Source: an optimization exercise on an open RTL-to-GDS flow (aim: small area). Production flows keep margins and buffers that such runs may drop. Only simulation tests tie the RTL to the original design; equivalence was not proved. No activity file was given, so power comes from the tool's default toggle rates.

**design/flow/run.sh**
```bash
#!/bin/bash
# synth_recipe.tcl (not shown) runs the flow's synth.tcl, then flattens the netlist and writes it again
# the make line also repeats each setting of config.mk as NAME=value (left out here)
make -C /OpenROAD-flow-scripts/flow DESIGN_CONFIG=/design/flow/config.mk WORK_HOME=/design/flow/orfs CLKGATE_MAP_FILE= SYNTH_SCRIPT=/design/flow/synth_recipe.tcl finish
```
**design/flow/config.mk**
```make
export PLATFORM = sky130hd
export DESIGN_NAME = vga_color_pipe
export DESIGN_NICKNAME = vga_color_pipe
export VERILOG_FILES = /design/flow/design.v
export SDC_FILE = /design/flow/constraint.sdc
export NUM_CORES = 4
export LEC_CHECK = 0
export CAP_MARGIN = 20
export CORE_MARGIN = 2
export CORE_UTILIZATION = 40
export SLEW_MARGIN = 20
```
**design/flow/constraint.sdc**
```tcl
create_clock -name core_clock -period 10.0 [get_ports {clk_25m}]
set_input_delay 2.0000 -clock core_clock [delete_from_list [all_inputs] [get_ports {clk_25m}]]
set_output_delay 2.0000 -clock core_clock [all_outputs]
set_load 0.01 [all_outputs]
```
**design/flow/design.v**
```verilog
module vga_color_pipe #(
    parameter int unsigned IN_W     = 8,
    parameter int unsigned CH_W     = 4,
    parameter int unsigned BR_W     = 4,
    parameter int unsigned FADE_DIV = 2
) (
    input  logic                clk_25m,
    input  logic                rst_n,
    input  logic                valid,
    input  logic [IN_W-1:0]     screen_data,
    input  logic [1:0]          mode,
    input  logic                pal_we,
    input  logic [IN_W-1:0]     pal_addr,
    input  logic [3*CH_W-1:0]   pal_wdata,
    input  logic                frame_tick,
    input  logic                fade_start,
    input  logic                fade_dir,
    output logic [3*CH_W-1:0]   rgb,
    output logic                rgb_valid,
    output logic                fade_busy,
    output logic                fade_done
);
    localparam int unsigned RGB_W  = 3 * CH_W;
    localparam int unsigned GREY_W = (CH_W < IN_W) ? CH_W : IN_W;
    localparam int unsigned PROD_W = CH_W + BR_W + 1;
    localparam int unsigned DIV_W  = $clog2(FADE_DIV + 1);
    localparam logic [BR_W:0]    LVL_FULL = {1'b1, {BR_W{1'b0}}};
    localparam logic [BR_W:0]    LVL_ZERO = '0;
    localparam logic [DIV_W-1:0] DIV_LAST = FADE_DIV[DIV_W-1:0];
    typedef enum logic [1:0] {
        IDLE,
        FADE_OUT,
        FADE_IN
    } fade_state_t;
    logic [RGB_W-1:0] r_pal [0:(1<<IN_W)-1];
    logic [RGB_W-1:0] r_s1_pal;
    logic [IN_W-1:0]  r_s1_data;
    logic             r_s1_valid;
    logic [1:0]       r_s1_mode;
    fade_state_t      r_state;
    fade_state_t      w_state_nx;
    logic [BR_W:0]    r_level;
    logic [BR_W:0]    w_level_nx;
    logic [BR_W:0]    w_target;
    logic [DIV_W-1:0] r_div;
    logic [DIV_W-1:0] w_div_nx;
    logic [DIV_W-1:0] w_div_inc;
    logic             r_done;
    logic             w_done_nx;
    logic [3*CH_W-1:0]      w_rep_c0;
    logic [3*CH_W-1:0]      w_rep_c1;
    logic [2*CH_W-1:0]      w_rep_c2;
    logic [GREY_W*CH_W-1:0] w_rep_grey;
    logic [CH_W-1:0]        w_c0;
    logic [CH_W-1:0]        w_c1;
    logic [CH_W-1:0]        w_c2;
    always_ff @(posedge clk_25m) begin
        if (pal_we) begin
            r_pal[pal_addr] <= pal_wdata;
        end
        r_s1_pal <= r_pal[screen_data];
    end
    always_ff @(posedge clk_25m) begin
        if (!rst_n) begin
            r_s1_valid <= 1'b0;
            r_s1_data  <= '0;
            r_s1_mode  <= '0;
        end else begin
            r_s1_valid <= valid;
            r_s1_data  <= screen_data;
            r_s1_mode  <= mode;
        end
    end
    assign w_rep_c0   = {CH_W{r_s1_data[7:5]}};
    assign w_rep_c1   = {CH_W{r_s1_data[4:2]}};
    assign w_rep_c2   = {CH_W{r_s1_data[1:0]}};
    assign w_rep_grey = {CH_W{r_s1_data[IN_W-1 -: GREY_W]}};
    always_comb begin
        w_c0 = w_rep_c0[3*CH_W-1 -: CH_W];
        w_c1 = w_rep_c1[3*CH_W-1 -: CH_W];
        w_c2 = w_rep_c2[2*CH_W-1 -: CH_W];
        case (r_s1_mode)
            2'd1: begin
                w_c0 = r_s1_pal[CH_W-1:0];
                w_c1 = r_s1_pal[2*CH_W-1:CH_W];
                w_c2 = r_s1_pal[3*CH_W-1:2*CH_W];
            end
            2'd2: begin
                w_c0 = w_rep_grey[GREY_W*CH_W-1 -: CH_W];
                w_c1 = w_rep_grey[GREY_W*CH_W-1 -: CH_W];
                w_c2 = w_rep_grey[GREY_W*CH_W-1 -: CH_W];
            end
            default: begin
            end
        endcase
    end
    function automatic logic [CH_W-1:0] scale(input logic [CH_W-1:0] c,
                                              input logic [BR_W:0]   lvl);
        logic [PROD_W-1:0] p;
        p = {{(BR_W+1){1'b0}}, c} * {{CH_W{1'b0}}, lvl};
        scale = p[BR_W +: CH_W];
    endfunction
    always_ff @(posedge clk_25m) begin
        if (!rst_n) begin
            rgb       <= '0;
            rgb_valid <= 1'b0;
        end else begin
            rgb_valid <= r_s1_valid;
            if (r_s1_valid) begin
                rgb <= {scale(w_c2, r_level), scale(w_c1, r_level), scale(w_c0, r_level)};
            end else begin
                rgb <= '0;
            end
        end
    end
    always_ff @(posedge clk_25m) begin
        if (!rst_n) begin
            r_state <= IDLE;
            r_level <= LVL_FULL;
            r_div   <= '0;
            r_done  <= 1'b0;
        end else begin
            r_state <= w_state_nx;
            r_level <= w_level_nx;
            r_div   <= w_div_nx;
            r_done  <= w_done_nx;
        end
    end
    assign w_div_inc = r_div + 1'b1;
    assign w_target  = (r_state == FADE_IN) ? LVL_FULL : LVL_ZERO;
    always_comb begin
        w_state_nx = r_state;
        w_level_nx = r_level;
        w_div_nx   = r_div;
        w_done_nx  = 1'b0;
        case (r_state)
            IDLE: begin
                if (fade_start) begin
                    w_state_nx = fade_dir ? FADE_IN : FADE_OUT;
                    w_div_nx   = '0;
                end
            end
            default: begin
                if (frame_tick) begin
                    if (w_div_inc == DIV_LAST) begin
                        w_div_nx = '0;
                        if (r_level == w_target) begin
                            w_state_nx = IDLE;
                            w_done_nx  = 1'b1;
                        end else begin
                            w_level_nx = (r_state == FADE_IN) ? r_level + 1'b1
                                                              : r_level - 1'b1;
                            if (w_level_nx == w_target) begin
                                w_state_nx = IDLE;
                                w_done_nx  = 1'b1;
                            end
                        end
                    end else begin
                        w_div_nx = w_div_inc;
                    end
                end
            end
        endcase
    end
    assign fade_busy = (r_state != IDLE);
    assign fade_done = r_done;
endmodule
```
==> metrics.md <==
| Metric | Value |
|---|---|
| Total clock sinks | 3118 |
| Hold WS | 0.464 ns |
| CTS buffer count | 318 |
| Rel. slew slack | 0.220 |
| Drt drc | 0 |
| Fin. max-slew vios | 0 |
| Die ar. | 308000 um2 |
| Most frequent cells in the layout | edfxtp_1, mux4_2, clkbuf_16 |
| DP Wirelength | 191 mm |
| Post_cts resized | 0 |
| Slowest cell on the critical path | nor3_1 |
| Switching portion of total power | 0.214 |
| Static leakage | 43.1 nW |
| TritonCTS clock tree | yes |
| Starting DRC count in detailed routing | 7201 |
| Cell Rows | 202 |
| Core area | 303000 um2 |
| Filler instances | 24900 |
| Worst-path fanout max | 76 |
| Antenna violations before repair | 15 |
| Buffers on Ports | 51 |
| Top post-synthesis cells by area | edfxtp_1, mux4_2, mux4_1 |
| Mapped Area | 121000 um2 |
| Clock network power share | 0.422 |
| Unrepaired setup endpoints after global routing | false |
| Setup slack after layout | 4.24 ns |
| Syn Nets | 5697 |
| Final non-filler cell total | 10200 |
| CP arrival | 6.47 ns |
| Place WS | 3.41 ns |
| Final setup TNS | 0 ns |
| Synth-to-layout area growth | 13.2% |
| Final period util | 0.576 |
| Hold buffers post-CTS | 0 |
| Final wirelength | 315 mm |
| Leading area contributor after synthesis | edfxtp_1 |
| Root buf cell | clkbuf_16 |
| Top delay family on crit path | buffers and inverters |
| Syn Area/Cell | 21.6 um2 |
| Metal1 wirelength | 131 mm |
| Critical Path End Type | register |
| Yosys cell types | 69 |
| Clock Pin Slew Worst Setup and Hold Paths | 0.06 ns |
| Register area | 93200 um2 |
| Fraction of registers with async set/reset | 0 |
| Vias in the first global route | 59500 |
| Final Critical Period | 5.76 ns |
| Placed Instances | 9621 |
| Psw | 5.82 mW |
| Maxcap violations | 0 |
| Flop pwr share | 0.531 |
| Post-synth top area share | 0.759 |
| Multi-input gate area | 26200 um2 |
| Met2 wire length | 149 mm |
| Drt via density | 5.84 |
| Layout cells sized above 1 | 0.245 |
| Clk_skew | 0.0589 ns |
| Routed Antenna Nets | 0 |
| Commonest non-fill, non-tap cell in the layout | edfxtp_1 |
| Crit path cell chain | buf_8 -> buf_12 -> buf_4 -> mux4_2 -> mux4_2 -> nand2_1 -> nand2_1 -> nor3_1 -> nor4_1 |
| Peak Freq | 0.174 GHz |
| Met3 routed WL | 23.9 mm |
| Worst EP required | 10.71 ns |
| Crit Path Class | input port to register |
| Synth Flop Type | edfxtp_1 |
| Post-CTS Setup Bufs | 0 |
| First-pass GRT wire length | 446 mm |
| Via count | 59500 |
| DRT Pass-1 Iters | 5 |
| Hold crit path type | register to register |
| Status | timing/DRC/antenna clean |
| Die X | 555 um |
| Final setup vio count | 0 |
| Comb power frac | 0.047 |
| Startpoint types | input port |
| WP buf/inv | 3 |
| Ports | 52 |
| Final net count | 6049 |
| Starting Density | 0.402 |
| Internal power | 21.4 mW |
| Post-synth EDFFs | 3072 |
| H-tree depth | 5 |
| Final-report hold violation count | 0 |
| Overall Global Routing Usage | 0.201 |
| Drt wl/cell | 30.9 um |
| Worst skew pair latency | 0.89 ns |
| PwrDens | 198 nW/um2 |
| Die height | 555 um |
| Top sig layer | met5 |
| Post-synthesis sequential area ratio | 0.767 |
| Synthesized flop and latch total | 3118 |
| Routability cong. | 0.828 |
| Largest net degree at the start of global routing | 111 |
| Max incr delay on CP | 0.88 ns |
| YS warnings | 1 |
| Cells after Synth | 5611 |
| Slew @ Worst Pin | 1.17 ns |
| Worst VDD drop | 0.000136 V |
| Clk buf depth | 4 |
| Remaining Overflow, GRT | 0 |
[power groups by stage]
stage          Sequential, mW  Combinational, mW  Clock [mW]
3_3_place_gp             14.7               1.27           0
2_1_floorplan            14.7              0.713           0
6_report                 14.4               1.28        11.5
4_1_cts                  14.4               1.30        11.7
5_1_grt                  14.4               1.35        12.1
3_5_place_dp             14.7               1.29           0
[worst register-to-register path, stage by stage (launching register included)]
cell	delay (ns)
dfxtp_1	0.34
inv_1	0.05
ha_1	0.46
nor2b_1	0.22
nor2_1	0.27
nand2_1	0.13
fa_1	0.56
inv_1	0.05
fa_1	0.43
ha_1	0.28
and4_1	0.19
a31o_2	0.27
a2111oi_0	0.59
or4_1	0.20
nand2_1	0.04
[final cells by class]
class | count | share of cell area
antenna | 9 | 0.000164
clock buffer | 383 | 0.0604
clock inverter | 175 | 0.0119
inverter | 27 | 0.000737
multi-input combinational | 2137 | 0.191
sequential | 3118 | 0.677
tap | 3978 | 0.0362
timing repair buffer | 361 | 0.0226
[Yosys cell counts, types with 16 or more instances]
| library cell | number |
|---|---|
| nor2_1 | 301 |
| a21oi_1 | 79 |
| mux4_2 | 657 |
| nand3_1 | 43 |
| nor3_1 | 34 |
| o21ai_0 | 18 |
| mux4_1 | 70 |
| and2_1 | 41 |
| o22ai_1 | 91 |
| dfxtp_1 | 46 |
| clkbuf_1 | 104 |
| ha_1 | 33 |
| o211ai_1 | 40 |
| nor2b_1 | 26 |
| a221oi_1 | 16 |
| buf_6 | 59 |
| nor4_1 | 41 |
| mux2i_1 | 183 |
| nand4_1 | 16 |
| buf_4 | 73 |
| buf_2 | 62 |
| inv_1 | 26 |
| fa_1 | 16 |
| a22oi_1 | 192 |
| xnor2_1 | 16 |
| nand2_1 | 106 |
| edfxtp_1 | 3072 |
[worst paths after layout]
| path | startpoint | to | slack, ns | depth (start not counted) |
|---|---|---|---|---|
| max reg2reg | r_s1_mode[0]$_SDFF_PN0_ | rgb[11]$_SDFF_PN0_ | 5.81 | 14 |
| max | screen_data[0] | r_s1_pal[2]$_DFF_P_ | 4.24 | 9 |
| min | r_div[1]$_SDFFE_PN0P_ | r_div[1]$_SDFFE_PN0P_ | 0.46 | 1 |
| min reg2reg | r_div[1]$_SDFFE_PN0P_ | r_div[1]$_SDFFE_PN0P_ | 0.46 | 1 |
[cells by family after synthesis]
logic type / synth area share
buf+inv: 0.0197
mux: 0.152
compound gates: 0.0283
fa+ha+maj: 0.00604
simple gates: 0.0255
flops: 0.767
xor+xnor: 0.00130
[flip-flops by register name, summed over array words and instances, names as in the netlist, 2 cells and up]
name and flops:
r_pal 3072, r_s1_pal 12, rgb 12, r_s1_data 8, r_level 5, r_div 2, r_s1_mode 2, r_state 2
[routing by layer]
layer | up-vias | GRT usage
met2 | 2546 | 0.315
met1 | 32100 | 0.285
met3 | 484 | 0.0343
li1 | 24300 | -
met4 | 12 | 0.0706
met5 | - | 0
[through the flow]
| stage | util | power, mW | area, um2 |
|---|---|---|---|
| after CTS | 0.454 | 27.4 | 137000 |
| after global routing | 0.455 | 27.9 | 138000 |
| final | 0.455 | 27.2 | 138000 |
| after floorplan | - | 15.4 | 121000 |
| after global placement | 0.421 | 16.0 | 127000 |
| after detailed placement | 0.422 | 16.0 | 128000 |

## re-timing with driven ports
In the flow no input, the clock included, has a driving cell. The finished layout below was timed again as built, in two steps.
Step 1 assumes that a clkbuf_16 drives the clock port and a buf_2 every other input.
Step 2 moves the port delays by t, midway between the first and last clock arrival at a register: inputs arrive t later, outputs are due t later. That takes back most of the time a late clock gives input paths.
Three values: ideal, step 1, step 2; two values: the first two.
t, ns: 0.974
setup slack, ns: 4.240 / 4.306 / 3.332
hold slack, ns: 0.464 / 0.464 / 0.464
slew at the worst register clock pin (ns): 0.07 / 0.07
pins driven straight from the clock port: 1
After both steps this run still meets setup and hold. The setup slack of this run moves by +0.066 ns with the drivers and by -0.908 ns with both steps.
